From an optimization exercise on the open Yosys and OpenROAD flow, aimed at small area, a short achievable clock period and few clock cycles per item; shortcuts taken in it are not production practice.
In this exercise RTL edits were held to simulation tests only and were not proved equivalent to the original.
No driver is modelled on the clock port, so clock power and skew are understated where the tree is cut down; a real chip needs a root buffer or a tree.
Power is estimated from default activity; no workload was simulated.

v6:
Design pair_broadcast_top, start of the top module:
module pair_broadcast_top
(
	input wire clk,
	input wire rst,
	input wire iter_start,
	input wire [NUM_CELLS*PARTICLE_ID_WIDTH-1:0] particle_num,
	input wire [NUM_CELLS-1:0] credit_return,
	output wire [NUM_CELLS-1:0] pair_valid,
	output wire [NUM_CELLS*PARTICLE_ID_WIDTH-1:0] pair_ref,
	output wire [NUM_CELLS*PARTICLE_ID_WIDTH-1:0] pair_partner,
	output wire [NUM_CELLS-1:0] pair_phase,
	output wire iter_done
);
	wire start;
	wire init;
	wire [NUM_CELLS-1:0] cell_zero;
	wire [NUM_CELLS-1:0] cell_quiet;
	broadcast_controller ctrl_i (
		.clk(clk),
		.rst(rst),
		.iter_start(iter_start),
		.particle_num(particle_num),
		.cell_quiet(cell_quiet),
		.start(start),
		.init(init),
		.cell_zero(cell_zero),
		.iter_done(iter_done)
	);
	for (genvar i = 0; i < NUM_CELLS; i++)
	begin : g_cell
		cell_pair_filter cell_i (
			.clk(clk),
			.rst(rst),
			.start(start),
			.init(init),
			.own_num(particle_num[i*PARTICLE_ID_WIDTH +: PARTICLE_ID_WIDTH]),
			.nbr_num(particle_num[((i+1)%NUM_CELLS)*PARTICLE_ID_WIDTH +: PARTICLE_ID_WIDTH]),
			.own_zero(cell_zero[i]),
			.nbr_zero(cell_zero[(i+1)%NUM_CELLS]),
			.credit_return(credit_return[i]),
			.pair_valid(pair_valid[i]),
			.pair_ref(pair_ref[i*PARTICLE_ID_WIDTH +: PARTICLE_ID_WIDTH]),
			.pair_partner(pair_partner[i*PARTICLE_ID_WIDTH +: PARTICLE_ID_WIDTH]),
			.pair_phase(pair_phase[i]),
			.quiet(cell_quiet[i])
		);
	end
endmodule
clock: 5.5 ns
lec_check: 0
cap_margin: 20
core_margin: 2
core_utilization: 40
cts_buf_list: sky130_fd_sc_hd__clkbuf_4 sky130_fd_sc_hd__clkbuf_8
setup_slack_margin: 3.25
slew_margin: 20
standard.sh (not shown) runs the stock make flow with config.mk's settings and CLKGATE_MAP_FILE= SYNTH_SCRIPT=/design/flow/synth_recipe.tcl, a recipe that flattens the netlist after the stock synthesis.
==> flow/flow/run.sh <==
#!/bin/bash
# Layout flow: the standard flow (standard.sh, with its standard synthesis
# and the same make targets), with two changes to how cells are picked:
#  - port buffers are buf_2 cells instead of the default clkdlybuf4s50_1;
#  - the slow or3/or4 cell families are kept out of mapping and repair.
# The full make output goes to flow.log in the work folder; ORFS keeps each
# step's own log under orfs/logs/.
set -euo pipefail
PLATFORM_CFG="$FLOW_HOME/platforms/$FLOW_PLATFORM/config.mk"
# the platform's own don't-use list, which a command-line setting replaces
PLAT_DONT_USE=$(sed -n '/DONT_USE_CELLS/,/^#/p' "$PLATFORM_CFG" | grep -o 'sky130_fd_sc_hd__[a-z0-9_]*' | tr '\n' ' ')
EXTRA_DONT_USE=""
for c in or3 or3b or4 or4b or4bb; do
	for s in 1 2 4; do
		EXTRA_DONT_USE+="sky130_fd_sc_hd__${c}_${s} "
	done
done
bash standard.sh \
	"DONT_USE_CELLS=$PLAT_DONT_USE $EXTRA_DONT_USE" \
	"BUFFER_PORTS_ARGS=-buffer_cell sky130_fd_sc_hd__buf_2" \
	finish > flow.log 2>&1
Testbench counts of v6, summed over its fixed seeds: cycles 99,466, pairs 228,540.
Inputs modified between v6 and v7:
- SETUP_SLACK_MARGIN: 3.25 -> 3.35
- PLACE_DENSITY: unset -> 0.75
- CORE_UTILIZATION: 40 -> 65
- CTS_BUF_LIST: sky130_fd_sc_hd__clkbuf_4 sky130_fd_sc_hd__clkbuf_8 -> unset
--- a/flow/flow/run.sh
+++ b/flow/flow/run.sh
@@ -1,7 +1,11 @@
 #!/bin/bash
 # Layout flow: the standard flow (standard.sh, with its standard synthesis
-# and the same make targets), with two changes to how cells are picked:
+# and the same make targets), with these changes:
 #  - port buffers are buf_2 cells instead of the default clkdlybuf4s50_1;
-#  - the slow or3/or4 cell families are kept out of mapping and repair.
+#  - the slow or3/or4 cell families are kept out of mapping and repair;
+#  - the clock tree is one level of clkbuf_16 cells built by
+#    flow/clock_tree.tcl (run as the CTS step's PRE hook) instead of
+#    TritonCTS's three-level H-tree; the rest of the CTS step (placement
+#    legalization, timing repair) runs as usual.
 # The full make output goes to flow.log in the work folder; ORFS keeps each
 # step's own log under orfs/logs/.
@@ -19,3 +23,4 @@
 	"DONT_USE_CELLS=$PLAT_DONT_USE $EXTRA_DONT_USE" \
 	"BUFFER_PORTS_ARGS=-buffer_cell sky130_fd_sc_hd__buf_2" \
+	"PRE_CTS_TCL=$PWD/flow/clock_tree.tcl" \
 	finish > flow.log 2>&1
==> flow/flow/clock_tree.tcl (new file) <==
set nbuf 4
set block [ord::get_db_block]
set clk_net [$block findNet clk]
set master [[ord::get_db] findMaster sky130_fd_sc_hd__clkbuf_16]

set sinks {}
foreach it [$clk_net getITerms] {
	set inst [$it getInst]
	set xy [$inst getLocation]
	lappend sinks [list $it [lindex $xy 0] [lindex $xy 1]]
}
set n [llength $sinks]
puts "manual clock tree: $n sinks, $nbuf buffers"

# split by x into two halves, each half by y into nbuf/2 groups
set by_x [lsort -integer -index 1 $sinks]
set half [expr {($n + 1) / 2}]
set groups {}
foreach part [list [lrange $by_x 0 [expr {$half - 1}]] [lrange $by_x $half end]] {
	set by_y [lsort -integer -index 2 $part]
	set m [llength $by_y]
	set k [expr {$nbuf / 2}]
	for {set g 0} {$g < $k} {incr g} {
		set lo [expr {($m * $g) / $k}]
		set hi [expr {($m * ($g + 1)) / $k - 1}]
		lappend groups [lrange $by_y $lo $hi]
	}
}

set i 0
foreach grp $groups {
	if {[llength $grp] == 0} { continue }
	set sx 0
	set sy 0
	foreach s $grp {
		incr sx [lindex $s 1]
		incr sy [lindex $s 2]
	}
	set cx [expr {$sx / [llength $grp]}]
	set cy [expr {$sy / [llength $grp]}]
	set buf [odb::dbInst_create $block $master "clkbuf_manual_$i"]
	set net [odb::dbNet_create $block "clknet_manual_$i"]
	$net setSigType CLOCK
	foreach s $grp {
		set it [lindex $s 0]
		$it disconnect
		$it connect $net
	}
	[$buf findITerm A] connect $clk_net
	[$buf findITerm X] connect $net
	$buf setLocation $cx $cy
	$buf setPlacementStatus PLACED
	puts "  clkbuf_manual_$i: [llength $grp] sinks at ($cx, $cy)"
	incr i
}

# the flow's CTS step calls clock_tree_synthesis next: the tree is built
proc clock_tree_synthesis { args } {
	puts "clock_tree_synthesis skipped: the clock tree was built by flow/clock_tree.tcl"
	set_propagated_clock [all_clocks]
}
Results
In the flow results for v6 and v7, the utilization is smaller on v6.
On total power draw, v6 loses to v7.
In v7, the critical path depth came out 3 above the value in v6.
Looking at detailed placer's ending HPWL, v7 sits about 5.5% lower than v6 does.
Number of tap cells inserted: v6 and v7 compared, higher one is v6
v6 has a lower worst setup slack before clock tree synthesis than v7.
Chip width came out lower on v7 than on v6.
Delta (v7 minus v6): wire length of the first global-routing pass dropped about 9%, sequential cell area share went up, via count now sits higher.
In v7 the design's own scripts or RTL, not TritonCTS, make the clock network.

pair_broadcast_top again, from the RTL that the note above started with.
## pair_broadcast_top
module pair_broadcast_top
(
	input wire clk,
	input wire rst,
	input wire iter_start,
	input wire [NUM_CELLS*PARTICLE_ID_WIDTH-1:0] particle_num,
	input wire [NUM_CELLS-1:0] credit_return,
	output wire [NUM_CELLS-1:0] pair_valid,
	output wire [NUM_CELLS*PARTICLE_ID_WIDTH-1:0] pair_ref,
	output wire [NUM_CELLS*PARTICLE_ID_WIDTH-1:0] pair_partner,
	output wire [NUM_CELLS-1:0] pair_phase,
	output wire iter_done
);
Settings: LEC_CHECK=0, CAP_MARGIN=20, CORE_MARGIN=2, CORE_UTILIZATION=65, PLACE_DENSITY=0.75, SETUP_SLACK_MARGIN=3.35, SLEW_MARGIN=20; clock period 5.5 ns.
==> flow/flow/run.sh <==
#!/bin/bash
# Layout flow: the standard flow (standard.sh, with its standard synthesis
# and the same make targets), with these changes:
#  - port buffers are buf_2 cells instead of the default clkdlybuf4s50_1;
#  - ABC maps the logic with flow/abc_map.abc (through flow/synth.tcl, which
#    otherwise runs the standard flow's own synthesis script synth_recipe.tcl);
#  - the slow or3/or4 cell families are kept out of mapping and repair;
#  - the clock tree is one level of clkbuf_16 cells built by
#    flow/clock_tree.tcl (run as the CTS step's PRE hook) instead of
#    TritonCTS's three-level H-tree; the rest of the CTS step (placement
#    legalization, timing repair) runs as usual.
# The full make output goes to flow.log in the work folder; ORFS keeps each
# step's own log under orfs/logs/.
set -euo pipefail
PLATFORM_CFG="$FLOW_HOME/platforms/$FLOW_PLATFORM/config.mk"
# the platform's own don't-use list, which a command-line setting replaces
PLAT_DONT_USE=$(sed -n '/DONT_USE_CELLS/,/^#/p' "$PLATFORM_CFG" | grep -o 'sky130_fd_sc_hd__[a-z0-9_]*' | tr '\n' ' ')
EXTRA_DONT_USE=""
for c in or3 or3b or4 or4b or4bb; do
	for s in 1 2 4; do
		EXTRA_DONT_USE+="sky130_fd_sc_hd__${c}_${s} "
	done
done
bash standard.sh \
	"DONT_USE_CELLS=$PLAT_DONT_USE $EXTRA_DONT_USE" \
	"BUFFER_PORTS_ARGS=-buffer_cell sky130_fd_sc_hd__buf_2" \
	"PRE_CTS_TCL=$PWD/flow/clock_tree.tcl" \
	"SYNTH_SCRIPT=$PWD/flow/synth.tcl" \
	finish > flow.log 2>&1
==> flow/flow/abc_map.abc <==
strash
dch
map -a
topo
stime -c
buffer -c
upsize -c
dnsize -c
==> flow/flow/synth.tcl <==
# Yosys script for the flow's synthesis: the standard flow's own synthesis script
# (synth_recipe.tcl in the work folder, which runs ORFS's synthesis), with one
# change: ABC maps the logic with flow/abc_map.abc instead of ORFS's
# abc_speed.script. Only the combinational mapping changes; the flip-flops are
# mapped before ABC runs, so they keep the standard synthesis's names and cells.
set abc_map_script [file join [file dirname [file normalize [info script]]] abc_map.abc]
proc abc {args} {
	global abc_map_script
	set i [lsearch -exact $args -script]
	if {$i >= 0} {
		set args [lreplace $args [expr {$i + 1}] [expr {$i + 1}] $abc_map_script]
	}
	yosys abc {*}$args
}
source [file join [file dirname [file dirname [file normalize [info script]]]] synth_recipe.tcl]
Other scripts of this flow, unchanged in this note and not shown: flow/flow/clock_tree.tcl
The first run produced a clean layout.
Testbench counts at the start, summed over its fixed seeds: cycles 99,466, pairs 228,540.
Then changed:
--- a/flow/flow/run.sh
+++ b/flow/flow/run.sh
@@ -5,2 +4,0 @@
-#  - ABC maps the logic with flow/abc_map.abc (through flow/synth.tcl, which
-#    otherwise runs the standard flow's own synthesis script synth_recipe.tcl);
@@ -28 +25,0 @@
-	"SYNTH_SCRIPT=$PWD/flow/synth.tcl" \
- CORE_UTILIZATION: 65 -> 40
- CTS_BUF_LIST: not set -> sky130_fd_sc_hd__clkbuf_4 sky130_fd_sc_hd__clkbuf_8
- PLACE_DENSITY: 0.75 -> not set
- SETUP_SLACK_MARGIN: 3.35 -> 3.25
removed: flow/flow/abc_map.abc
removed: flow/flow/synth.tcl
Outcome: Sequential share of layout area drops by 0.40 points; wire length climbs by 5.4%; maximum frequency drops by 4.4%; power climbs by 3.0%; hold slack degrades by 0.015 ns; global-route usage drops by 9.1 points; cell area climbs by about 1.1%; core utilization drops by 29 points; clock power climbs by about 2%; setup slack degrades by 0.094 ns; die area climbs by about 60%.
No run of this note takes its clock network from TritonCTS; it comes from the design's own scripts or RTL.

[separate check: timing with driven ports]
In the flow no input, the clock included, has a driving cell. The finished layouts below were timed again as built, in two steps.
Step 1 assumes that a clkbuf_16 drives the clock port and a buf_2 every other input.
Step 2 moves the port delays by t, midway between the first and last clock arrival at a register: inputs arrive t later, outputs are due t later. That takes back most of the time a late clock gives input paths.
Slacks: no drivers / after step 1 / after step 2; pairs: no drivers / after step 1.
| run | t (ns) | setup slack, ns | clock arrival spread, ns |
|---|---|---|---|
| v6 | 0.407 | 3.300 / 3.263 / 3.298 | 0.009 / 0.009 |
| v7 | 0.239 | 3.415 / 3.357 / 3.308 | 0.012 / 0.012 |
| the first run of note 2 | 0.234 | 3.440 / 3.358 / 3.357 | 0.009 / 0.009 |
| the second run of note 2 | 0.239 | 3.346 / 3.346 / 3.299 | 0.007 / 0.007 |
After both steps setup and hold are still met in every run listed. For v7, which loses most, drivers alone change the setup slack by -0.058 ns; drivers and shift together by -0.107 ns.
